This design comes from an exercise in tuning for small area, a short achievable clock period and few clock cycles per item on the open sky130 flow, not from production work. Function was checked by simulation only, so behaviour that the tests miss may differ from the original. Power is estimated from default activity; no workload was simulated.

== build 88 ==
## rational_arithmetic_unit_core
module rational_arithmetic_unit_core #(
  parameter int unsigned VALUE_WIDTH = 32
) (
  input  logic                                clk,
  input  logic                                rst_n,
  input  logic                                in_valid,
  output logic                                in_ready,
  input  logic [1:0]                          in_command,
  input  logic signed [rau_pkg::FieldWidth-1:0] in_left_num,
  input  logic signed [rau_pkg::FieldWidth-1:0] in_left_den,
  input  logic signed [rau_pkg::FieldWidth-1:0] in_right_num,
  input  logic signed [rau_pkg::FieldWidth-1:0] in_right_den,
  output logic                                out_valid,
  input  logic                                out_ready,
  output logic signed [rau_pkg::FieldWidth-1:0] out_result_num,
  output logic [rau_pkg::DenOutWidth-1:0]     out_result_den,
  output logic [1:0]                          out_status
);
Size in the first run: about 4500 cells after synthesis, roughly 540 flip-flops, roughly 200 I/O pins.
==> flow/config.mk <==
export PLATFORM = sky130hd
export DESIGN_NAME = rational_arithmetic_unit_core
export DESIGN_NICKNAME = rational_arithmetic_unit_core
export VERILOG_FILES = /design/flow/design.v
export SDC_FILE = /design/flow/constraint.sdc
export NUM_CORES = 4
export LEC_CHECK = 0
export CAP_MARGIN = 20
export CORE_MARGIN = 2
export CORE_UTILIZATION = 65
export CTS_BUF_LIST = sky130_fd_sc_hd__clkbuf_8
export CTS_CLUSTER_SIZE = 20
export PLACE_DENSITY = 0.75
export SLEW_MARGIN = 20
export TNS_END_PERCENT = 0
==> flow/constraint.sdc <==
create_clock -name core_clock -period 12.0 [get_ports {clk}]
set_input_delay 2.4000 -clock core_clock [delete_from_list [all_inputs] [get_ports {clk}]]
set_output_delay 2.4000 -clock core_clock [all_outputs]
set_load 0.01 [all_outputs]
standard.sh (not shown) runs the stock make flow with config.mk's settings and CLKGATE_MAP_FILE= SYNTH_SCRIPT=/design/flow/synth_recipe.tcl, a recipe that flattens the netlist after the stock synthesis.
==> flow/flow/run.sh <==
#!/bin/bash
# standard layout, with repair_timing asked for more setup slack than the
# clock needs so that the critical paths are sized and buffered, and the
# port buffers made with the smallest buffer cell
cp standard.sh standard_sh.txt
export SETUP_SLACK_MARGIN=8.5
export BUFFER_PORTS_ARGS="-buffer_cell sky130_fd_sc_hd__buf_1"
bash standard.sh > standard.log 2>&1
Testbench counts of build 88, summed over its fixed seeds: cycles 53,907, items 2,400.
#### Input delta (build 87 over build 88)
--- a/flow/config.mk
+++ b/flow/config.mk
@@ -9,6 +9,4 @@
 export CORE_MARGIN = 2
 export CORE_UTILIZATION = 65
-export CTS_BUF_LIST = sky130_fd_sc_hd__clkbuf_8
-export CTS_CLUSTER_SIZE = 20
 export PLACE_DENSITY = 0.75
 export SLEW_MARGIN = 20
==> comparison <==
Build 87: done, clean on timing, DRC and antenna. | layout buffering overhead excluding clock cells | build 87 vs build 88 | 0.15 points higher |. On worst setup slack, the lower figure sits with build 88, not build 87. Comparing build 87 and build 88, combinational cell fraction of total power is lower on build 87.
#### Input delta (build 95 over build 87)
--- a/flow/config.mk
+++ b/flow/config.mk
@@ -9,4 +9,5 @@
 export CORE_MARGIN = 2
 export CORE_UTILIZATION = 65
+export CTS_BUF_LIST = sky130_fd_sc_hd__clkbuf_8
 export PLACE_DENSITY = 0.75
 export SLEW_MARGIN = 20
Notes after the runs:
- ~same shortest period the worst path allows in build 87 and build 95
- Reported for build 87 and build 95, number of hold-repair buffers added at the cts stage turned out identical to the last digit.
- Build 95 vs build 87, power per standard cell area went down by 3.9%.
- Core utilization: build 95 lower than build 87
- [build 95 vs build 87] routed length per instance: lower in build 95
- Per the comparison of build 95 with build 87, ratio of final minimum period to clock period now sits at about the same level, number of cells on the critical path went up by 7.
- Build 95 against build 87; power is down by a few percent.
- ~same via count in build 87 and build 95
Changes in build 50 relative to build 95:
--- a/flow/config.mk
+++ b/flow/config.mk
@@ -8,7 +8,6 @@
 export CAP_MARGIN = 20
 export CORE_MARGIN = 2
-export CORE_UTILIZATION = 65
-export CTS_BUF_LIST = sky130_fd_sc_hd__clkbuf_8
-export PLACE_DENSITY = 0.75
+export CORE_UTILIZATION = 75
+export PLACE_DENSITY = 0.85
 export SLEW_MARGIN = 20
 export TNS_END_PERCENT = 0
==> comparison <==
- In build 50, fraction of standard cell area that is sequential is higher than in build 95.
- Build 50: wire length is about 1.5% higher than what build 95 reported.
- [compare] base=build 95 new=build 50: data-path buffer share of cell area in the final layout decreased 0.34 points; initial antenna violation count shrank by 1; least setup slack across all paths after layout decreased by 0.24 ns relative to the old numbers; setup slack at placement has increased.
- As of build 50, met2 wire length had fallen slightly compared to build 95.
- Compared with build 95, build 50 shows power per cell area that has gone up by a few percent.
- Changes observed in build 50 relative to build 95: global routing met2 resource utilization moved up, instance count on the critical path went down by 8, first-pass GRT wire length shows an increase of 1.2%.

static timing again, ports no longer ideal:
The results above use ideal ports. As a check the final layouts listed here were re-extracted and re-timed, cells and wires unchanged.
Step 1, drivers: a clkbuf_16 drives clk and a buf_2 each remaining input, both assumed.
Step 2, shift: input delay + t, output delay - t, t = (earliest + latest rising clock arrival at the registers) / 2. This alone moves slack from input paths to output paths.
a / b / c = ideal / step 1 / step 2; a / b = the first two.
| run | t (ns) | slack for setup (ns) | worst setup path after step 2 | worst register clock-pin slew, ns | worst slew at a driven data input, ns |
|---|---|---|---|---|---|
| build 88 | 0.771 | 7.533 / 7.533 / 7.533 | register to register | 0.07 / 0.07 | 0.06 |
| build 87 | 0.703 | 7.551 / 7.551 / 7.551 | register to register | 0.07 / 0.07 | 0.06 |
| build 95 | 0.773 | 7.553 / 7.553 / 7.553 | register to register | 0.08 / 0.08 | 0.06 |
| build 50 | 0.721 | 7.318 / 7.318 / 7.318 | register to register | 0.07 / 0.07 | 0.06 |
After both steps setup and hold are still met in every run listed.
